This design comes from an exercise in tuning for small area, a short achievable clock period and few clock cycles per item on the open sky130 flow, not from production work. Only simulation tests tie the RTL to the original design; equivalence was not proved.

==> design.v <==
`default_nettype none
package scpd_pkg;
    localparam logic [26:0] PART_SIZE_RESET = 27'd32768;    
    localparam logic [26:0] PART_SIZE_MAX   = 27'd67108864;
    localparam logic [60:0] TOTAL_MAX       = {61{1'b1}};
    localparam logic [1:0] KIND_PART  = 2'd1;
    localparam logic [1:0] KIND_FINAL = 2'd2;
    localparam logic [1:0] KIND_EMPTY = 2'd3;
    localparam logic [31:0] IV_A = 32'h67452301;
    localparam logic [31:0] IV_B = 32'hEFCDAB89;
    localparam logic [31:0] IV_C = 32'h98BADCFE;
    localparam logic [31:0] IV_D = 32'h10325476;
    localparam logic [31:0] IV_E = 32'hC3D2E1F0;
    localparam logic [31:0] K0 = 32'h5A827999;
    localparam logic [31:0] K1 = 32'h6ED9EBA1;
    localparam logic [31:0] K2 = 32'h8F1BBCDC;
    localparam logic [31:0] K3 = 32'hCA62C1D6;
endpackage
`default_nettype wire
`default_nettype none
module scpd_inc #(
    parameter int unsigned W = 8
) (
    input  wire logic [W-1:0] a,
    output logic [W-1:0]      y,
    output logic              co
);
    logic [W:0] c;
    always_comb begin
        c[0] = 1'b1;
        for (int i = 0; i < W; i++) begin
            if (i % 4 == 0 && i + 4 <= W) c[i+4] = c[i] & (&a[i +: 4]);
            if (i % 4 != 3 || i + 1 > W - (W % 4)) c[i+1] = c[i] & a[i];
        end
        y  = a ^ c[W-1:0];
        co = c[W];
    end
endmodule
`default_nettype wire
`default_nettype none
module sha1_cumulative_part_digest (
    input  wire logic        i_clk,
    input  wire logic        i_rst_n,
    input  wire logic        psel,
    input  wire logic        penable,
    input  wire logic        pwrite,
    input  wire logic [2:0]  paddr,
    input  wire logic [31:0] pwdata,
    output logic [31:0]      prdata,
    output logic             pready,
    input  wire logic        i_push,
    output logic             o_full,
    input  wire logic [63:0] i_data_word,
    input  wire logic [3:0]  i_bytes_valid,
    input  wire logic        i_last_of_file,
    output logic             o_empty,
    input  wire logic        i_pop,
    output logic [31:0]      o_hash_a,
    output logic [31:0]      o_hash_b,
    output logic [31:0]      o_hash_c,
    output logic [31:0]      o_hash_d,
    output logic [31:0]      o_hash_e,
    output logic [31:0]      o_part_number,
    output logic [60:0]      o_end_offset,
    output logic             o_is_final,
    output logic             o_status
);
    logic [26:0] r_psize;
    assign pready = 1'b1;
    assign prdata = paddr[2] ? 32'd0 : {5'd0, r_psize};
    always_ff @(posedge i_clk) begin
        if (!i_rst_n) begin
            r_psize <= scpd_pkg::PART_SIZE_RESET;
        end else if (psel && penable && pwrite && !paddr[2]) begin
            r_psize <= pwdata[26:0];
        end
    end
    logic [5:0]  r_c;
    logic [1:0]  r_phn;              
    logic        r_fch, r_fmaj;      
    logic        r_run;
    logic [31:0] w [16];
    logic [31:0] r_a, r_b, r_cc, r_d;
    logic [31:0] r_ekw, r_ekw1;      
    logic [31:0] h [5];
    logic        r_f;                
    logic        r_run_res, r_run_fin;
    logic [2:0]  r_wj;               
    logic        r_wfull;            
    logic        r_blk_res, r_blk_fin;
    logic        r_gact, r_gmark;    
    logic [60:0] r_total;            
    logic [31:0] r_pcount;           
    logic [1:0]  r_ckind;            
    logic        r_held, r_oshown;   
    logic [26:0] r_bcnt;             
    logic [3:0]  r_dn;               
    logic        r_dx;               
    logic        r_dr;               
    logic [1:0]  r_dk;               
    logic [3:0]  r_dnb;              
    logic       tail, wr_opp, acc_ok, accept, wr_gen, wr, is_empty, complete, load;
    logic [2:0] s;
    logic [3:0] js;
    logic [3:0] nb;
    assign tail   = r_run && (r_c >= 6'd34);
    assign s      = 3'd1 - r_c[2:0];          
    assign js     = {1'b0, r_wj} + {1'b0, s};
    assign wr_opp = !r_wfull && (js[2:0] == 3'd7) && (!r_run || tail);
    assign acc_ok = wr_opp && !r_gact && !r_dr;
    assign o_full = !acc_ok;
    assign accept = i_push && acc_ok;
    assign wr_gen = wr_opp && r_gact;
    assign wr     = accept || wr_gen;
    assign nb       = (!i_last_of_file || i_bytes_valid > 4'd8) ? 4'd8 : i_bytes_valid;
    logic        d_empty, newf, dfin, lzero, pinc;
    logic [3:0]  m;
    logic [2:0]  pb;
    logic [4:0]  lo;
    logic [60:0] live_total;
    logic [31:0] live_pcount;
    logic [27:0] bc_inc;
    logic [26:0] bsz;
    logic        part_hit;
    logic [53:0] tw_i;
    logic [31:0] pc_i;
    logic [26:0] bc_i;
    logic        tw_co, pc_co, bc_co;
    assign d_empty = (r_dn == 4'd0) && !r_dr;
    assign newf    = r_dx && !(r_gact && d_empty);
    assign dfin    = r_dr && (r_dk == scpd_pkg::KIND_FINAL);
    assign m       = r_dn + {3'd0, dfin && r_dnb[3]};
    assign pb      = (dfin && !r_dnb[3]) ? r_dnb[2:0] : 3'd0;
    assign lo      = {1'b0, r_total[6:3]} + {1'b0, m};
    scpd_inc #(.W(54)) u_inc_total (.a(r_total[60:7]), .y(tw_i), .co(tw_co));
    scpd_inc #(.W(32)) u_inc_parts (.a(r_pcount), .y(pc_i), .co(pc_co));
    scpd_inc #(.W(27)) u_inc_blocks (.a(r_bcnt), .y(bc_i), .co(bc_co));
    always_comb begin
        if (newf)              live_total = {54'd0, m, pb};
        else if (lo[4] && tw_co) live_total = scpd_pkg::TOTAL_MAX;
        else                   live_total = {lo[4] ? tw_i : r_total[60:7], lo[3:0], r_total[2:0] | pb};
    end
    assign pinc        = r_dr && (r_dk != scpd_pkg::KIND_EMPTY);
    assign live_pcount = newf ? {31'd0, pinc} : ((pinc && !pc_co) ? pc_i : r_pcount);
    assign lzero       = (r_dn == 4'd0) && (newf || (r_total == 61'd0));
    assign is_empty    = i_last_of_file && (nb == 4'd0) && lzero;
    assign bc_inc      = {bc_co, bc_i};
    always_comb begin
        if (r_psize == 27'd0)                         bsz = 27'd1;
        else if (r_psize > scpd_pkg::PART_SIZE_MAX)   bsz = scpd_pkg::PART_SIZE_MAX;
        else                                          bsz = r_psize;
    end
    assign part_hit = (bc_inc >= {1'b0, bsz});
    logic [63:0] pin, gword, wdata;
    always_comb begin
        for (int k = 0; k < 8; k++) begin
            if (!i_last_of_file || 4'(k) < nb)  pin[63-8*k -: 8] = i_data_word[63-8*k -: 8];
            else if (4'(k) == nb)               pin[63-8*k -: 8] = 8'h80;
            else                                pin[63-8*k -: 8] = 8'h00;
        end
    end
    assign gword = r_gmark ? {8'h80, 56'd0} : ((r_wj == 3'd7) ? {live_total, 3'b000} : 64'd0);
    assign wdata = r_gact ? gword : pin;
    logic res7, fin7;
    assign res7 = r_gact ? !r_gmark : (!i_last_of_file && part_hit);
    assign fin7 = r_gact && !r_gmark;
    assign complete = r_wfull || ((r_wj == 3'd7) && wr);
    assign load     = !r_run && (r_c == 6'd41) && complete && (!r_oshown || i_pop);
    logic        c41, sched, hp_sh, hq_sh;
    logic [31:0] xp, xq, ivp, ivq, sp, sq;
    logic [31:0] kn, f1, f2, t1, t2, z2, wn0, wn1;
    logic [31:0] lb [5];             
    assign c41   = !r_run && (r_c == 6'd41);
    assign sched = r_run && (r_c < 6'd32);
    assign lb[0] = r_f ? scpd_pkg::IV_A : h[0];
    assign lb[1] = r_f ? scpd_pkg::IV_B : h[1];
    assign lb[2] = r_f ? scpd_pkg::IV_C : h[2];
    assign lb[3] = r_f ? scpd_pkg::IV_D : h[3];
    assign lb[4] = r_f ? scpd_pkg::IV_E : h[4];
    assign hp_sh = r_run && (r_c >= 6'd38) && (r_c <= 6'd40);
    assign hq_sh = r_run && (r_c >= 6'd39) && (r_c <= 6'd40);
    assign xp    = (r_c == 6'd40) ? r_a : {r_a[1:0], r_a[31:2]};
    assign xq    = (r_c == 6'd40) ? r_b : {r_b[1:0], r_b[31:2]};
    assign ivp   = (r_c == 6'd38) ? scpd_pkg::IV_E : ((r_c == 6'd39) ? scpd_pkg::IV_C : scpd_pkg::IV_A);
    assign ivq   = (r_c == 6'd39) ? scpd_pkg::IV_D : scpd_pkg::IV_B;
    assign sp    = bk_add(r_f ? ivp : h[4], xp);
    assign sq    = bk_add(r_f ? ivq : h[3], xq);
    function automatic logic [31:0] kof(input logic [1:0] ph);
        logic [31:0] k;
        unique case (ph)
            2'd0:    k = scpd_pkg::K0;
            2'd1:    k = scpd_pkg::K1;
            2'd2:    k = scpd_pkg::K2;
            default: k = scpd_pkg::K3;
        endcase
        kof = k;
    endfunction
    function automatic logic [31:0] ks_add(input logic [31:0] x, input logic [31:0] y);
        logic [31:0] g, p, gg, pp;
        g  = x & y;
        p  = x ^ y;
        gg = g;
        pp = p;
        for (int d = 1; d < 32; d = d * 2) begin
            for (int i = 31; i >= d; i--) begin
                gg[i] = gg[i] | (pp[i] & gg[i-d]);
                pp[i] = pp[i] & pp[i-d];
            end
        end
        ks_add = p ^ {gg[30:0], 1'b0};
    endfunction
    function automatic logic [31:0] bk_add(input logic [31:0] x, input logic [31:0] y);
        logic [31:0] g, p, gg, pp;
        g  = x & y;
        p  = x ^ y;
        gg = g;
        pp = p;
        for (int d = 1; d < 32; d = d * 2) begin
            for (int i = 2 * d - 1; i < 32; i = i + 2 * d) begin
                gg[i] = gg[i] | (pp[i] & gg[i-d]);
                pp[i] = pp[i] & pp[i-d];
            end
        end
        for (int d = 8; d >= 1; d = d / 2) begin
            for (int i = 3 * d - 1; i < 32; i = i + 2 * d) begin
                gg[i] = gg[i] | (pp[i] & gg[i-d]);
                pp[i] = pp[i] & pp[i-d];
            end
        end
        bk_add = p ^ {gg[30:0], 1'b0};
    endfunction
    function automatic logic [31:0] bk_add3(input logic [31:0] x, input logic [31:0] y,
                                            input logic [31:0] z);
        bk_add3 = bk_add(x ^ y ^ z, {(x[30:0] & y[30:0]) | (x[30:0] & z[30:0]) | (y[30:0] & z[30:0]), 1'b0});
    endfunction
    function automatic logic [31:0] fof(input logic ch, input logic maj, input logic [31:0] x,
                                        input logic [31:0] y, input logic [31:0] z);
        logic [31:0] f;
        if (ch)       f = (x & y) | (~x & z);
        else if (maj) f = (x & y) | (x & z) | (y & z);
        else          f = x ^ y ^ z;
        fof = f;
    endfunction
    assign kn   = c41 ? scpd_pkg::K0 : kof(r_phn);
    assign f1   = fof(r_fch, r_fmaj, r_b, r_cc, r_d);
    assign f2   = fof(r_fch, r_fmaj, r_a, {r_b[1:0], r_b[31:2]}, r_cc);
    assign t1   = {r_a[26:0], r_a[31:27]} + f1 + r_ekw;
    assign z2   = f2 + r_ekw1;
    assign t2   = ks_add({t1[26:0], t1[31:27]}, z2);
    assign wn0  = {w[13][30:0] ^ w[8][30:0] ^ w[2][30:0] ^ w[0][30:0],
                   w[13][31] ^ w[8][31] ^ w[2][31] ^ w[0][31]};
    assign wn1  = {w[14][30:0] ^ w[9][30:0] ^ w[3][30:0] ^ w[1][30:0],
                   w[14][31] ^ w[9][31] ^ w[3][31] ^ w[1][31]};
    always_ff @(posedge i_clk) begin
        for (int i = 0; i < 14; i++) w[i] <= w[i+2];
        if (wr_opp) begin
            w[14] <= wdata[63:32];
            w[15] <= wdata[31:0];
        end else begin
            w[14] <= sched ? wn0 : w[0];
            w[15] <= sched ? wn1 : w[1];
        end
        if (c41) begin
            r_a  <= lb[0];
            r_b  <= lb[1];
            r_cc <= lb[2];
            r_d  <= lb[3];
        end else begin
            r_a  <= t2;
            r_b  <= t1;
            r_cc <= {r_a[1:0], r_a[31:2]};
            r_d  <= {r_b[1:0], r_b[31:2]};
        end
        r_ekw  <= bk_add3(c41 ? lb[4] : r_cc, kn, w[2]);
        r_ekw1 <= bk_add3(c41 ? lb[3] : {r_b[1:0], r_b[31:2]}, kn, w[3]);
        if (hp_sh) begin
            h[0] <= sp;
            h[2] <= h[0];
            h[4] <= h[2];
        end
        if (hq_sh) begin
            h[1] <= sq;
            h[3] <= h[1];
        end
    end
    logic popping, commit;
    assign popping = i_pop && r_oshown;
    assign commit  = !r_held || popping;
    always_ff @(posedge i_clk) begin
        if (!i_rst_n) begin
            r_run     <= 1'b0;
            r_c       <= 6'd34;
            r_phn     <= 2'd0;
            r_fch     <= 1'b1;
            r_fmaj    <= 1'b0;
            r_f       <= 1'b1;
            r_run_res <= 1'b0;
            r_run_fin <= 1'b0;
            r_wj      <= 3'd0;
            r_wfull   <= 1'b0;
            r_blk_res <= 1'b0;
            r_blk_fin <= 1'b0;
            r_gact    <= 1'b0;
            r_gmark   <= 1'b0;
            r_held    <= 1'b0;
            r_oshown  <= 1'b0;
            r_ckind   <= 2'd0;
            r_total   <= 61'd0;
            r_pcount  <= 32'd0;
            r_bcnt    <= 27'd0;
            r_dn      <= 4'd0;
            r_dx      <= 1'b0;
            r_dr      <= 1'b0;
            r_dk      <= 2'd0;
            r_dnb     <= 4'd0;
        end else begin
            if (r_run) begin
                if (r_c == 6'd40) begin
                    r_run <= 1'b0;
                    r_c   <= 6'd41;
                    r_f   <= r_run_fin;
                end else begin
                    r_c <= r_c + 6'd1;
                end
            end else if (r_c == 6'd41) begin
                if (load) begin
                    r_run <= 1'b1;
                    r_c   <= 6'd0;
                end else begin
                    r_c <= 6'd34;
                end
            end else begin
                r_c <= r_c + 6'd1;
            end
            if (load) begin
                r_phn  <= 2'd0;
                r_fch   <= 1'b1;
                r_fmaj  <= 1'b0;
            end else if (r_run) begin
                r_fch   <= (r_phn == 2'd0);
                r_fmaj  <= (r_phn == 2'd2);
                if (r_c == 6'd8 || r_c == 6'd18 || r_c == 6'd28) r_phn <= r_phn + 2'd1;
            end
            if (wr && !(accept && is_empty)) begin
                r_wj <= r_wj + 3'd1;
                if (r_wj == 3'd7) begin
                    r_blk_res <= res7;
                    r_blk_fin <= fin7;
                    if (!load) r_wfull <= 1'b1;
                end
            end
            if (load) begin
                r_wfull   <= 1'b0;
                r_run_res <= r_wfull ? r_blk_res : res7;
                r_run_fin <= r_wfull ? r_blk_fin : fin7;
            end
            if (wr_gen) begin
                r_gmark <= 1'b0;
                if (!r_gmark && r_wj == 3'd7) r_gact <= 1'b0;
            end
            if (commit) begin
                r_dn <= 4'd0;
                r_dx <= r_dr ? (r_dk != scpd_pkg::KIND_PART) : (r_dx && d_empty);
                r_dr <= 1'b0;
            end
            if (accept) begin
                if (i_last_of_file) begin
                    r_dr   <= 1'b1;
                    r_dk   <= is_empty ? scpd_pkg::KIND_EMPTY : scpd_pkg::KIND_FINAL;
                    r_dnb  <= nb;
                    r_bcnt <= 27'd0;
                    if (!is_empty) begin
                        r_gact  <= 1'b1;
                        r_gmark <= (nb == 4'd8);
                    end
                end else begin
                    r_dn <= (commit ? 4'd0 : r_dn) + 4'd1;
                    if (r_wj == 3'd7) begin
                        if (part_hit) begin
                            r_dr   <= 1'b1;
                            r_dk   <= scpd_pkg::KIND_PART;
                            r_bcnt <= 27'd0;
                        end else begin
                            r_bcnt <= bc_inc[26:0];
                        end
                    end
                end
            end
            if (popping) begin
                r_held   <= 1'b0;
                r_oshown <= 1'b0;
            end
            if (commit) begin
                r_total  <= live_total;
                r_pcount <= live_pcount;
                r_ckind  <= r_dk;
                r_held   <= r_dr;
                if (r_dr && r_dk == scpd_pkg::KIND_EMPTY) r_oshown <= 1'b1;
            end
            if (r_run && r_c == 6'd40 && r_run_res) r_oshown <= 1'b1;
        end
    end
    assign o_empty       = !r_oshown;
    assign o_status      = (r_ckind == scpd_pkg::KIND_EMPTY);
    assign o_is_final    = (r_ckind != scpd_pkg::KIND_PART);
    assign o_hash_a      = o_status ? 32'd0 : h[0];
    assign o_hash_b      = o_status ? 32'd0 : h[1];
    assign o_hash_c      = o_status ? 32'd0 : h[2];
    assign o_hash_d      = o_status ? 32'd0 : h[3];
    assign o_hash_e      = o_status ? 32'd0 : h[4];
    assign o_part_number = r_pcount;
    assign o_end_offset  = r_total;
endmodule
`default_nettype wire
==> flow/run.sh <==
#!/bin/bash
# Layout: the standard flow (standard.sh) with two changes to the cells it
# picks: the port buffers are buf_1, the smallest buffer, and clock tree synthesis
# adds no dummy loads. make's output goes to flow_standard.log; each ORFS step
# keeps its own log under orfs/logs.
set -uo pipefail
export BUFFER_PORTS_ARGS="-buffer_cell sky130_fd_sc_hd__buf_1"
export CTS_ARGS="-sink_clustering_enable -repair_clock_nets -dont_use_dummy_load -buf_list {sky130_fd_sc_hd__clkbuf_4 sky130_fd_sc_hd__clkbuf_8}"
bash standard.sh > flow_standard.log 2>&1
==> standard.sh <==
#!/bin/bash
# synth_recipe.tcl (not shown) runs the flow's synth.tcl, then flattens the netlist and writes it again
# the make line also repeats each setting of config.mk as NAME=value (left out here)
make -C /OpenROAD-flow-scripts/flow DESIGN_CONFIG=/design/flow/config.mk WORK_HOME=/design/flow/orfs CLKGATE_MAP_FILE= SYNTH_SCRIPT=/design/flow/synth_recipe.tcl "${@:-finish}"
==> config.mk <==
export PLATFORM = sky130hd
export DESIGN_NAME = sha1_cumulative_part_digest
export DESIGN_NICKNAME = sha1_cumulative_part_digest
export VERILOG_FILES = /design/flow/design.v
export SDC_FILE = /design/flow/constraint.sdc
export NUM_CORES = 4
export LEC_CHECK = 0
export ABC_AREA = 1
export CAP_MARGIN = 20
export CORE_MARGIN = 2
export CORE_UTILIZATION = 40
export CTS_BUF_LIST = sky130_fd_sc_hd__clkbuf_4 sky130_fd_sc_hd__clkbuf_8
export PLACE_DENSITY = 0.6
export SETUP_SLACK_MARGIN = 5
export SLEW_MARGIN = 20
==> constraint.sdc <==
create_clock -name core_clock -period 10.0 [get_ports {i_clk}]
set_input_delay 2.0000 -clock core_clock [delete_from_list [all_inputs] [get_ports {i_clk}]]
set_output_delay 2.0000 -clock core_clock [all_outputs]
set_load 0.01 [all_outputs]
==> impl_metrics.sql, run 1 <==
INSERT INTO impl_metrics (metric_group, metric, value, unit) VALUES
('worst_setup_path', 'cp_common_cell', 'sky130_fd_sc_hd__nand2_4', ''),
('die', 'die_area', '133000', 'um^2'),
('layout', 'drive_gt1_frac', '0.119', ''),
('job', 'max-cap-violations', '0', ''),
('layout', 'area.sequential', '22700', 'um^2'),
('global_routing', 'grt_util_met3', '0.0558', ''),
('global_routing', 'overflow', '0', ''),
('timing', 'hold_viol_final', '0', ''),
('clock_tree', 'post_cts_hold_buffer_count', '0', ''),
('synthesis', 'synth_cell_types', '63', ''),
('synthesis', 'netlist_instances', '5824', ''),
('clock_tree', 'cts_tree', 'built', ''),
('layout', 'multi_input_area', '27700', 'um^2'),
('synthesis', 'synth-main-ff-cell', 'sky130_fd_sc_hd__dfxtp_1', ''),
('placement', 'port_buffers', '387', ''),
('synthesis', 'share_of_synthesized_flip_flops_with_an_asynchronous_set_or_reset', '0', ''),
('die', 'io_pins', '401', ''),
('worst_setup_path', 'crit_arrival', '5.98', 'ns'),
('die', 'die_height', '364', 'um'),
('synthesis', 'synth_area', '51900', 'um^2'),
('synthesis', 'post_synth.cell_area_avg', '8.92', 'um^2'),
('worst_setup_path', 'crit_path_end_kind', 'register', ''),
('worst_setup_path', 'worstSetupStartpoint', 'r_b[1]$_DFF_P_', ''),
('routing', 'drtIter0Drc', '3606', ''),
('worst_setup_path', 'worstReg2RegStart', 'r_b[1]$_DFF_P_', ''),
('timing', 'final.setup.tns', '0', 'ns'),
('worst_setup_path', 'worstPathMaxFanout', '4', ''),
('clock_tree', 'number_of_buffers_created_by_cts', '178', ''),
('timing', 'post-route-period-util', '0.528', ''),
('timing', 'timing.final.max_slew_violations', '0', ''),
('global_routing', 'grt_start_max_net_pins', '104', ''),
('timing', 'hold_slack', '0.267', 'ns'),
('clock_tree', 'ctsRootBufferMaster', 'sky130_fd_sc_hd__clkbuf_8', ''),
('routing', 'route.detailed.drc', '0', ''),
('global_routing', 'grtUsageTotal', '0.262', ''),
('global_routing', 'first_global_vias', '41500', ''),
('layout', 'fillers', '12500', ''),
('worst_setup_path', 'timing.critical_path.to', 'r_a[24]$_DFF_P_', ''),
('die', 'initial_util', '0.402', ''),
('timing', 'layout_min_cycle_time', '5.28', 'ns'),
('synthesis', 'ff_latch_count_synth', '1049', ''),
('routing', 'length_of_the_first_detailed_routing_pass_in_iterations', '7', ''),
('timing', 'maxClockFrequency', '189', 'MHz'),
('layout', 'final_net_count', '7039', ''),
('layout', 'final_core_density', '0.473', ''),
('global_routing', 'use_met1', '0.356', ''),
('timing', 'worst_slew_pin_slew', '1.24', 'ns'),
('die', 'die_x_extent', '364', 'um'),
('worst_setup_path', 'regToRegEndpoint', 'r_a[24]$_DFF_P_', ''),
('worst_setup_path', 'critical_path_type', 'reg2reg', ''),
('clock_tree', 'ctsHtreeMaxLevel', '4', ''),
('worst_setup_path', 'slowest_delay', '0.53', 'ns'),
('global_routing', 'grt_first_pass_wirelength', '260000', 'um'),
('synthesis', 'yosysSeqAreaShare', '0.435', ''),
('die', 'placeableCoreArea', '129000', 'um^2'),
('global_routing', 'grt_util_met2', '0.414', ''),
('worst_setup_path', 'setup.worst_path.start_class', 'register', ''),
('global_routing', 'grt-busiest-layer', 'met2', ''),
('clock_tree', 'clock_path_buffers', '3', ''),
('status', 'status', 'timing/DRC/antenna clean', ''),
('die', 'core.rowCount', '132', ''),
('hold_path', 'hold_path_class', 'reg2reg', ''),
('routing', 'route.detailed.vias_per_inst', '5.37', ''),
('global_routing', 'antenna_violations_before_repair', '13', ''),
('synthesis', 'post_synth_edffs', '160', ''),
('routing', 'routed-via-count', '43500', '');
[stage by stage]
stage | instance area, um^2 | setup slack [ns] | std cells
2_1_floorplan | 52000 | 5.00 | 5828
3_3_place_gp | 55100 | 2.98 | 7775
3_5_place_dp | 55100 | 2.97 | 7776
4_1_cts | 59700 | 4.77 | 8040
5_1_grt | 61100 | 4.55 | 8107
6_report | 61100 | 4.72 | 8109
[worst min path at each step]
stage | slack, ns | to | startpoint | cells after the start
5_1_grt | 0.26 | w[10][28]$_DFF_P_ | w[12][28]$_DFF_P_ | 0
4_1_cts | 0.26 | w[10][28]$_DFF_P_ | w[12][28]$_DFF_P_ | 0
3_3_place_gp | 0.31 | w[5][27]$_DFF_P_ | w[7][27]$_DFF_P_ | 0
3_5_place_dp | 0.31 | w[10][15]$_DFF_P_ | w[12][15]$_DFF_P_ | 0
2_1_floorplan | 0.31 | w[10][0]$_DFF_P_ | w[12][0]$_DFF_P_ | 0
6_report | 0.27 | w[10][28]$_DFF_P_ | w[12][28]$_DFF_P_ | 0
[placed cells by master, fill, tap and decap left out, drive strengths merged, types with 31 or more instances in the layout]
cell    Yosys  layout
a21oi     509     509
a22oi      43      43
buf        31     574
clkbuf    196     182
dfxtp     889     889
edfxtp    160     160
fa        216     216
ha        346     346
inv       667     665
nand2     888     888
nand3     215     215
nand4      43      43
nor2      395     395
nor3       42      42
nor4       31      31
o211ai     63      63
o21ai     544     544
o221ai     44      44
o22ai      36      36
xnor2     121     121
xor2      217     217
[cells in the mapped netlist (all sizes together) (5+ instances only)]
library cell | number | area [um^2]
clkbuf | 196 | 737
a211oi | 11 | 82.6
ha | 346 | 4330
a22oi | 43 | 323
a21oi | 509 | 2550
nand3 | 215 | 1090
a21o | 11 | 82.6
xor2 | 217 | 1900
buf | 31 | 174
a31oi | 8 | 50.1
nand2 | 888 | 3350
or2 | 9 | 56.3
edfxtp | 160 | 4800
a221oi | 8 | 70.1
nor3 | 42 | 231
dfxtp | 889 | 17800
a32o | 7 | 70.1
nor3b | 5 | 53.8
xnor2 | 121 | 1060
inv | 667 | 2500
o21bai | 10 | 75.1
o21ai | 544 | 2720
nand4 | 43 | 269
a31o | 7 | 61.3
nor2 | 395 | 1500
and3 | 10 | 62.6
o22ai | 36 | 225
fa | 216 | 4320
o221ai | 44 | 385
o211ai | 63 | 478
o31ai | 7 | 52.6
o21a | 5 | 37.5
nand3b | 10 | 75.1
nor4 | 31 | 206
[cell families (layout without fill, tap and decap cells)]
logic type,Yosys count,count (layout),share of synthesized area
buffers and inverters,896,1432,0.0659
other,2,9,0.000145
AOI/OAI and AO/OA,1323,1323,0.141
xor gates and xnor gates,338,338,0.0570
adders and majority gates,562,562,0.167
and+or+nand+nor,1654,1654,0.134
DFF,1049,1049,0.435
[final cells by class]
cell class / count / area share
Timing Repair Buffer: 585 / 0.0577
Antenna cell: 3 / 0.000123
Clock buffer: 178 / 0.0401
Inverter: 669 / 0.0421
Tap cell: 1742 / 0.0357
Sequential cell: 1049 / 0.371
Multi-Input combinational cell: 3883 / 0.453
[critical path, delay by kind of cell, from the launching register on]
kind	cells	cell delay (ns)
buffers and inverters	6	0.50
and+or+nand+nor	15	1.54
xor gates and xnor gates	1	0.16
DFF	1	0.34
AOI/OAI and AO/OA	4	0.56
adders and majority gates	6	2.02
[state kept, by name, indices dropped and copies added, names as in the netlist, 6 cells and up]
signal and flops:
w 512, h 160, r_total 61, r_a 32
r_b 32, r_cc 32, r_d 32, r_ekw1 32
r_ekw 32, r_pcount 32, r_bcnt 27, r_psize 27
r_c 6
[routing by layer]
metal / part of all wire / wire, um / vias up
met5: 0.00077 / 137 / -
met4: 0.033 / 5930 / 20
met3: 0.081 / 14500 / 344
met2: 0.45 / 80900 / 1742
met1: 0.43 / 77500 / 21000
li1: - / - / 20400
[timing repair]
item / 4_1_cts / 5_1_grt
cloned: 7 / 4
pin swaps: 67 / 84
setup endpoints to repair: 225 / 58
resized for setup: 327 / 218
setup buffers: 79 / 62
Testbench counts, summed over its fixed seeds: cycles 32,966, bytes 47,624.
==> inputs of run 2 (changes only) <==
==> flow/run.sh (replaced) <==
#!/bin/bash
# Layout: the standard flow (standard.sh) with three changes to how cells are
# picked: synthesis leaves adders to ABC instead of mapping them onto the
# library's full- and half-adder cells (ADDER_MAP_FILE empty; registers are
# untouched), the port buffers are buf_1, the smallest buffer, and clock tree
# synthesis adds no dummy loads. make's output goes to flow_standard.log; each
# ORFS step keeps its own log under orfs/logs.
set -uo pipefail
export ADDER_MAP_FILE=
export BUFFER_PORTS_ARGS="-buffer_cell sky130_fd_sc_hd__buf_1"
export CTS_ARGS="-sink_clustering_enable -repair_clock_nets -dont_use_dummy_load -buf_list {sky130_fd_sc_hd__clkbuf_4 sky130_fd_sc_hd__clkbuf_8}"
bash standard.sh > flow_standard.log 2>&1
==> run 2 against run 1 <==
Compared with the run above:
- clock-buffer cell count increased by 3
- synthesized cell count increased by 39%
- wire length increased by 22%
- critical path type is now in2out
- critical endpoint is now prdata[1]
==> impl_metrics.sql, run 2 <==
INSERT INTO impl_metrics (metric_group, metric, value, unit) VALUES
('die', 'core.rowCount', '137', ''),
('timing', 'clock_skew', '0.104', 'ns'),
('routing', 'wire_per_inst', '21.1', 'um'),
('synthesis', 'dominant_cells_by_area_after_synthesis', 'sky130_fd_sc_hd__dfxtp_1 (32%), sky130_fd_sc_hd__nand2_1 (15%), sky130_fd_sc_hd__edfxtp_1 (8.6%)', ''),
('synthesis', 'synth_area_leader_cell', 'sky130_fd_sc_hd__dfxtp_1', ''),
('worst_setup_path', 'worstPathMaxFanout', '28', ''),
('worst_setup_path', 'critical_path_type', 'in2out', ''),
('placement', 'dp_cells', '10100', ''),
('layout', 'area_growth_syn_to_layout', '11.2', '%'),
('clock_tree', 'worstSkewPairLatency', '0.92', 'ns'),
('synthesis', 'post_synth.cell_area_avg', '6.94', 'um^2'),
('synthesis', 'share_of_synthesized_flip_flops_with_an_asynchronous_set_or_reset', '0', ''),
('synthesis', 'post-synth-top-area-fraction', '0.317', ''),
('worst_setup_path', 'worst_path_dominant_cell_family', 'buffers and inverters', ''),
('synthesis', 'synth-main-ff-cell', 'sky130_fd_sc_hd__dfxtp_1', ''),
('placement', 'place_hpwl', '169000', 'um'),
('status', 'status', 'timing/DRC/antenna clean', ''),
('layout', 'mostFrequentLayoutCells', 'sky130_fd_sc_hd__nand2_1 (2259), sky130_fd_sc_hd__inv_1 (1002), sky130_fd_sc_hd__dfxtp_1 (864), sky130_fd_sc_hd__nor2_1 (708), sky130_fd_sc_hd__o21ai_0 (544)', ''),
('synthesis', 'synth_xor_xnor_area_share', '0.0810', ''),
('synthesis', 'most_instantiated_cells_after_synthesis', 'sky130_fd_sc_hd__nand2_1 (2278), sky130_fd_sc_hd__inv_1 (1013), sky130_fd_sc_hd__dfxtp_1 (889)', ''),
('routing', 'drtIter0Drc', '4597', ''),
('routing', 'route.detailed.vias_per_inst', '5.23', ''),
('placement', 'port_buffers', '387', ''),
('timing', 'hold_slack', '0.275', 'ns'),
('timing', 'worst_slew_pin_slew', '1.15', 'ns'),
('clock_tree', 'ctsRootBufferMaster', 'sky130_fd_sc_hd__clkbuf_8', ''),
('worst_setup_path', 'cp_slowest_cell', 'sky130_fd_sc_hd__clkdlybuf4s15_2', ''),
('routing', 'route.antenna.remaining_nets', '0', ''),
('timing', 'maxClockFrequency', '207', 'MHz'),
('die', 'initial_util', '0.403', ''),
('worst_setup_path', 'slowest_delay', '0.42', 'ns'),
('global_routing', 'grt_start_max_net_pins', '122', ''),
('routing', 'routed-via-count', '54200', ''),
('worst_setup_path', 'ff_to_ff_path_depth', '29', ''),
('worst_setup_path', 'setup.worst_path.start_class', 'primary input', ''),
('layout', 'largest_register_ffs', '512', ''),
('synthesis', 'netlist_instances', '8083', ''),
('die', 'placeableCoreArea', '139000', 'um^2'),
('worst_setup_path', 'path_buf_inv', '2', ''),
('synthesis', 'yosysMostFrequentCell', 'sky130_fd_sc_hd__nand2_1', ''),
('worst_setup_path', 'worst-endpoint-required', '8.00', 'ns'),
('clock_tree', 'cts_tree', 'built', ''),
('synthesis', 'yosysSeqAreaShare', '0.403', ''),
('die', 'die_area', '143000', 'um^2'),
('placement', 'placement.cell_area', '59100', 'um^2'),
('job', 'max-cap-violations', '0', ''),
('layout', 'fin_area', '62400', 'um^2'),
('synthesis', 'simple_gate_fraction_of_synth_area', '0.285', ''),
('routing', 'postRouteWirelength', '219000', 'um'),
('layout', 'top_regs', 'w: 512 flops, h: 160 flops, r_total: 61 flops', ''),
('global_routing', 'first_global_vias', '49600', ''),
('timing', 'post-route-period-util', '0.484', ''),
('hold_path', 'hold_path_class', 'reg2reg', ''),
('worst_setup_path', 'worst-path-stages', '3', ''),
('hold_path', 'hold_depth', '0', ''),
('clock_tree', 'clock_path_buffers', '3', ''),
('synthesis', 'main_combinational_cell_family_by_area_after_synthesis', 'simple AND/OR/NAND/NOR gates', ''),
('timing', 'final.setup.tns', '0', 'ns'),
('global_routing', 'overflow', '0', ''),
('global_routing', 'grtUsageTotal', '0.296', ''),
('clock_tree', 'cts.sinks', '1049', ''),
('layout', 'fin_cells', '10400', ''),
('synthesis', 'ff_latch_count_synth', '1049', ''),
('synthesis', 'post_synth_edffs', '160', ''),
('synthesis', 'synthesis.yosys.warnings', '7', ''),
('timing', 'finalSetupViolCount', '0', ''),
('die', 'die_x_extent', '378', 'um'),
('clock_tree', 'clk_slew_on_worst_s_h_paths', '0.06', 'ns'),
('clock_tree', 'number_of_buffers_created_by_cts', '181', ''),
('synthesis', 'synthMuxAreaShare', '0', ''),
('timing', 'timing.final.max_slew_violations', '0', ''),
('timing', 'rsz0062_at_grt', 'yes', ''),
('worst_setup_path', 'crit_path_end_kind', 'output pin', ''),
('die', 'die_height', '378', 'um'),
('worst_setup_path', 'crit_arrival', '2.84', 'ns'),
('synthesis', 'synth-compound-area-share', '0.137', ''),
('layout', 'drive_gt1_frac', '0.0675', ''),
('die', 'io_pins', '401', ''),
('timing', 'layout_min_cycle_time', '4.84', 'ns'),
('timing', 'slew_headroom', '0.223', ''),
('global_routing', 'antenna_violations_before_repair', '15', ''),
('timing', 'hold_viol_final', '0', ''),
('layout', 'max_flop_register', 'w', ''),
('global_routing', 'grt_first_pass_wirelength', '314000', 'um'),
('routing', 'length_of_the_first_detailed_routing_pass_in_iterations', '7', ''),
('worst_setup_path', 'path_cells', 'clkdlybuf4s15_2 -> nor2_1 -> buf_1', ''),
('layout', 'mostFrequentLayoutCell', 'sky130_fd_sc_hd__nand2_1', ''),
('synthesis', 'synth_cell_types', '79', ''),
('synthesis', 'synth_fa_ha_area_frac', '0.000892', ''),
('layout', 'final_net_count', '8599', ''),
('placement', 'place_congestion', '0.996', ''),
('clock_tree', 'ctsHtreeMaxLevel', '4', ''),
('synthesis', 'synth_area', '56100', 'um^2'),
('routing', 'route.detailed.drc', '0', '');
-- run 2: cell count changes after synthesis, sizes merged, moves of 52 or more --
cell / previous run / this run
a21oi: 509 / 395
buf: 31 / 94
fa: 216 / 0
ha: 346 / 0
inv: 667 / 1069
nand2: 888 / 2308
nand3: 215 / 454
nor2: 395 / 756
o21ai: 544 / 652
or2: 9 / 93
xnor2: 121 / 249
xor2: 217 / 269
-- run 2: cell type report --
cell class	instances	area (um^2)
flip-flops and latches	1049	22600
well taps	1876	2350
clock buffers	181	2490
repair buffers	461	2180
diodes	3	7.51
fillers	14500	77000
multi-input cells	5718	28600
inverters	1077	4120
-- run 2: cells by family after synthesis --
kind of cell             Yosys count
AND/OR/NAND/NOR                 3825
AO/OA/AOI/OAI                   1360
buffers and inverters           1324
flip-flops                      1049
XOR/XNOR                         518
adder cells (fa/ha/maj)            5
other                              2
-- run 2: repair_timing --
action | in CTS | in global routing
setup endpoints to repair | 139 | 42
hold buffers | 0 | 0
gates resized for setup | 46 | 83
cloned | 3 | 3
pin swaps | 4 | 8
setup buffers | 14 | 14
-- run 2: per-layer routing --
layer / global-route usage / routed length [um]
met5: 0 / 103
met4: 0.119 / 9190
met3: 0.0521 / 16700
met2: 0.478 / 98300
met1: 0.391 / 94600
-- run 2: per-stage QoR --
stage,util,worst slack [ns]
2_1_floorplan,-,5.33
3_3_place_gp,0.424,3.89
3_5_place_dp,0.424,3.85
4_1_cts,0.444,5.01
5_1_grt,0.447,4.96
6_report,0.447,5.16
-- run 2: path summary, 6_finish.rpt --
path / from / to / slack (ns)
setup / recovery: paddr[2] / prdata[1] / 5.16
hold reg to reg: w[7][29]$_DFF_P_ / w[5][29]$_DFF_P_ / 0.28
hold / removal: w[7][29]$_DFF_P_ / w[5][29]$_DFF_P_ / 0.28
setup reg to reg: r_c[2]$_SDFF_PN0_ / r_ekw1[31]$_DFF_P_ / 5.20
==> inputs of run 3 (changes only) <==
==> flow/run.sh (replaced) <==
#!/bin/bash
# Layout: the standard flow (standard.sh) with three changes to how cells are
# picked: synthesis leaves adders to ABC instead of mapping them onto the
# library's full- and half-adder cells (ADDER_MAP_FILE empty; registers are
# untouched), the port buffers are buf_1, the smallest buffer, and clock tree
# synthesis adds no dummy loads and uses clkbuf_4 only. make's output goes to flow_standard.log; each
# ORFS step keeps its own log under orfs/logs.
set -uo pipefail
export ADDER_MAP_FILE=
export BUFFER_PORTS_ARGS="-buffer_cell sky130_fd_sc_hd__buf_1"
export CTS_ARGS="-sink_clustering_enable -repair_clock_nets -dont_use_dummy_load -buf_list {sky130_fd_sc_hd__clkbuf_4}"
bash standard.sh > flow_standard.log 2>&1
==> run 3 against run 2 <==
Compared with the run above:
- critical path depth is 2 higher
- maximum frequency is 0.96% lower
- global-route usage is 0.18 points higher
- wire length hardly changed
- largest cell class unchanged
- critical endpoint is now o_hash_c[30]
- clock-buffer cell count is 122 higher
- sequential share of layout area is 0.15 points higher
- synthesized cell count stayed put
- sequential cell count stayed put
==> impl_metrics.sql, run 3 <==
INSERT INTO impl_metrics (metric_group, metric, value, unit) VALUES
('status', 'status', 'timing/DRC/antenna clean', ''),
('worst_setup_path', 'crit_arrival', '2.89', 'ns'),
('layout', 'mostFrequentLayoutCell', 'sky130_fd_sc_hd__nand2_1', ''),
('layout', 'mostFrequentLayoutCells', 'sky130_fd_sc_hd__nand2_1 (2256), sky130_fd_sc_hd__inv_1 (1005), sky130_fd_sc_hd__dfxtp_1 (872), sky130_fd_sc_hd__nor2_1 (706), sky130_fd_sc_hd__o21ai_0 (543)', ''),
('worst_setup_path', 'crit_path_end_kind', 'output pin', ''),
('clock_tree', 'worstSkewPairLatency', '1.31', 'ns'),
('clock_tree', 'cts_tree', 'built', ''),
('die', 'io_pins', '401', ''),
('clock_tree', 'post_cts_hold_buffer_count', '0', ''),
('global_routing', 'grtUsageTotal', '0.298', ''),
('job', 'max-cap-violations', '0', ''),
('timing', 'post-route-period-util', '0.489', ''),
('routing', 'routed-via-count', '55000', ''),
('synthesis', 'synth_cell_types', '79', ''),
('timing', 'timing.final.max_slew_violations', '0', ''),
('worst_setup_path', 'slowest_delay', '0.43', 'ns'),
('routing', 'route.detailed.drc', '0', ''),
('timing', 'rsz0062_at_grt', 'yes', ''),
('global_routing', 'first_global_vias', '50700', ''),
('routing', 'routed-wl-met2', '98300', 'um'),
('hold_path', 'hold_path_class', 'reg2reg', ''),
('worst_setup_path', 'worst_path_dominant_cell_family', 'buffers and inverters', ''),
('worst_setup_path', 'path_buf_inv', '3', ''),
('synthesis', 'synthesis.yosys.warnings', '7', ''),
('worst_setup_path', 'worst-endpoint-required', '8.00', 'ns'),
('synthesis', 'share_of_synthesized_flip_flops_with_an_asynchronous_set_or_reset', '0', ''),
('routing', 'postRouteWirelength', '219000', 'um'),
('synthesis', 'post-synth-top-area-fraction', '0.317', ''),
('die', 'die_height', '378', 'um'),
('global_routing', 'grt_start_max_net_pins', '122', ''),
('timing', 'final.setup.tns', '0', 'ns'),
('die', 'die_x_extent', '378', 'um'),
('placement', 'port_buffers', '387', ''),
('die', 'die_area', '143000', 'um^2'),
('layout', 'largest_register_ffs', '512', ''),
('placement', 'place_hpwl', '169000', 'um'),
('timing', 'worst_slew_pin_slew', '1.12', 'ns'),
('synthesis', 'most_instantiated_cells_after_synthesis', 'sky130_fd_sc_hd__nand2_1 (2278), sky130_fd_sc_hd__inv_1 (1013), sky130_fd_sc_hd__dfxtp_1 (889)', ''),
('timing', 'hold_viol_final', '0', ''),
('layout', 'drive_gt1_frac', '0.0791', ''),
('worst_setup_path', 'setup.worst_path.start_class', 'register', ''),
('synthesis', 'post_synth_edffs', '160', ''),
('synthesis', 'yosysMostFrequentCell', 'sky130_fd_sc_hd__nand2_1', ''),
('worst_setup_path', 'critical_path_type', 'reg2out', ''),
('synthesis', 'dominant_cells_by_area_after_synthesis', 'sky130_fd_sc_hd__dfxtp_1 (32%), sky130_fd_sc_hd__nand2_1 (15%), sky130_fd_sc_hd__edfxtp_1 (8.6%)', ''),
('synthesis', 'synth_area', '56100', 'um^2'),
('layout', 'final_net_count', '8714', ''),
('routing', 'highest_layer', 'met5', ''),
('clock_tree', 'clk_slew_on_worst_s_h_paths', '0.07', 'ns'),
('synthesis', 'synth-main-ff-cell', 'sky130_fd_sc_hd__dfxtp_1', ''),
('global_routing', 'antenna_violations_before_repair', '15', ''),
('routing', 'wire_per_inst', '20.9', 'um'),
('worst_setup_path', 'path_cells', 'nand2_1 -> bufinv_16 -> buf_16 -> nor2_1 -> buf_1', ''),
('synthesis', 'netlist_instances', '8083', ''),
('worst_setup_path', 'worstPathMaxFanout', '84', ''),
('clock_tree', 'ctsHtreeMaxLevel', '5', ''),
('layout', 'top_regs', 'w: 512 flops, h: 160 flops, r_total: 61 flops', ''),
('routing', 'route.detailed.vias_per_inst', '5.25', ''),
('clock_tree', 'ctsRootBufferMaster', 'sky130_fd_sc_hd__clkbuf_4', ''),
('timing', 'maxClockFrequency', '205', 'MHz'),
('routing', 'route.antenna.remaining_nets', '0', ''),
('clock_tree', 'number_of_buffers_created_by_cts', '303', ''),
('timing', 'clock_skew', '0.139', 'ns'),
('die', 'initial_util', '0.403', ''),
('synthesis', 'post_synth.cell_area_avg', '6.94', 'um^2'),
('synthesis', 'synth_area_leader_cell', 'sky130_fd_sc_hd__dfxtp_1', ''),
('layout', 'area_growth_syn_to_layout', '10.7', '%'),
('clock_tree', 'clock_path_buffers', '4', ''),
('timing', 'layout_min_cycle_time', '4.89', 'ns'),
('synthesis', 'ff_latch_count_synth', '1049', ''),
('synthesis', 'yosysSeqAreaShare', '0.403', ''),
('global_routing', 'overflow', '0', ''),
('clock_tree', 'cts.sinks', '1049', ''),
('routing', 'met1_length', '94800', 'um'),
('worst_setup_path', 'cp_slowest_cell', 'sky130_fd_sc_hd__nor2_1', ''),
('routing', 'drtIter0Drc', '4590', ''),
('routing', 'wl_met3', '17000', 'um'),
('die', 'core.rowCount', '137', ''),
('placement', 'place_congestion', '0.996', ''),
('timing', 'finalSetupViolCount', '0', ''),
('timing', 'slew_headroom', '0.254', ''),
('layout', 'max_flop_register', 'w', ''),
('die', 'placeableCoreArea', '139000', 'um^2'),
('global_routing', 'grt_first_pass_wirelength', '316000', 'um'),
('routing', 'length_of_the_first_detailed_routing_pass_in_iterations', '8', '');
[run 3: logic make-up after synthesis]
group,after synthesis,share of synthesized area
adders and majority gates,5,0.000892
and+or+nand+nor,3825,0.285
buffers and inverters,1324,0.0936
other,2,0.000134
DFF,1049,0.403
AOI/OAI and AO/OA,1360,0.137
xor gates and xnor gates,518,0.0810
[run 3: metrics by stage]
stage	cells	area, um^2	setup slack [ns]	hold WS [ns]	util
after floorplan	8087	56100	5.33	0.310	-
after global placement	10100	59100	3.89	0.310	0.424
after detailed placement	10100	59100	3.85	0.312	0.424
after CTS	10500	61700	4.83	0.251	0.443
after global routing	10500	62100	4.90	0.264	0.445
final	10500	62100	5.11	0.251	0.445
[run 3: final timing paths]
check	from	end	slack [ns]	depth (start not counted)
setup / recovery	r_ckind[0]$_SDFFE_PN0N_	o_hash_c[30]	5.11	5
hold / removal	w[12][26]$_DFF_P_	w[10][26]$_DFF_P_	0.25	0
setup reg to reg	r_f$_SDFFE_PN1P_	h[0][31]$_DFFE_PP_	5.20	27
hold reg to reg	w[12][26]$_DFF_P_	w[10][26]$_DFF_P_	0.25	0
[run 3: worst register-to-register path: stages (launching register included)]
cell and delay [ns]:
sky130_fd_sc_hd__dfxtp_2 0.35, sky130_fd_sc_hd__buf_6 0.31, sky130_fd_sc_hd__buf_8 0.30, sky130_fd_sc_hd__nand2_1 0.11
sky130_fd_sc_hd__buf_6 0.19, sky130_fd_sc_hd__inv_1 0.13, sky130_fd_sc_hd__a21oi_2 0.05, sky130_fd_sc_hd__nor2_1 0.20
sky130_fd_sc_hd__maj3_1 0.32, sky130_fd_sc_hd__nand2_1 0.09, sky130_fd_sc_hd__nand2_1 0.13, sky130_fd_sc_hd__nand2_1 0.07
sky130_fd_sc_hd__nand2_1 0.13, sky130_fd_sc_hd__nand2_1 0.08, sky130_fd_sc_hd__nand2_1 0.25, sky130_fd_sc_hd__a21boi_4 0.15
sky130_fd_sc_hd__o21a_4 0.26, sky130_fd_sc_hd__o21ai_4 0.18, sky130_fd_sc_hd__buf_12 0.14, sky130_fd_sc_hd__nand3_1 0.09
sky130_fd_sc_hd__nand2_1 0.24, sky130_fd_sc_hd__nand2_1 0.10, sky130_fd_sc_hd__nand2_1 0.15, sky130_fd_sc_hd__nand2_1 0.08
sky130_fd_sc_hd__nand2_1 0.19, sky130_fd_sc_hd__nand2_1 0.11, sky130_fd_sc_hd__nand3b_1 0.11, sky130_fd_sc_hd__nand2_1 0.05
[run 3: layer usage]
metal,global-route usage,vias to the layer above
li1,-,26900
met5,0,-
met3,0.0660,379
met1,0.386,25700
met2,0.478,2061
met4,0.122,16
[run 3: cell type report]
type | count | area, um^2
Multi-Input combinational cell | 5716 | 28500
Sequential cell | 1049 | 22600
Timing Repair Buffer | 456 | 2130
Fill cell | 14600 | 77300
Clock buffer | 303 | 2270
Inverter | 1077 | 4120
Antenna cell | 11 | 27.5
Tap cell | 1876 | 2350
[run 3: timing repair]
| item | in CTS | in global routing |
|---|---|---|
| cloned | 3 | 1 |
| setup endpoints to repair | 171 | 44 |
| setup buffers | 9 | 14 |
| pin swaps | 3 | 7 |
| gates resized for setup | 47 | 69 |

-- afterwards: timing with drivers on the ports --
No port has a modelled driver above. Below, the same layouts with a new extraction and two added sets of constraints.
Step 1 assumes that a clkbuf_16 drives the clock port and a buf_2 every other input.
Step 2, shift: input delay + t, output delay - t, t = (earliest + latest rising clock arrival at the registers) / 2. This alone moves slack from input paths to output paths.
Three values: ideal ports, drivers, drivers and shift; two values: the first two.
run	t (ns)	setup slack, ns	worst hold slack (ns)	worst register clock-pin slew, ns
run 1	0.917	4.718 / 4.718 / 4.718	0.267 / 0.267 / 0.267	0.06 / 0.06
run 2	0.936	5.160 / 5.133 / 5.119	0.275 / 0.275 / 0.275	0.07 / 0.07
run 3	1.321	5.113 / 5.031 / 5.135	0.251 / 0.251 / 0.251	0.07 / 0.07
After both steps every run listed still meets setup and hold. For run 2, which loses most, drivers alone change the setup slack by -0.027 ns; drivers and shift together by -0.041 ns.
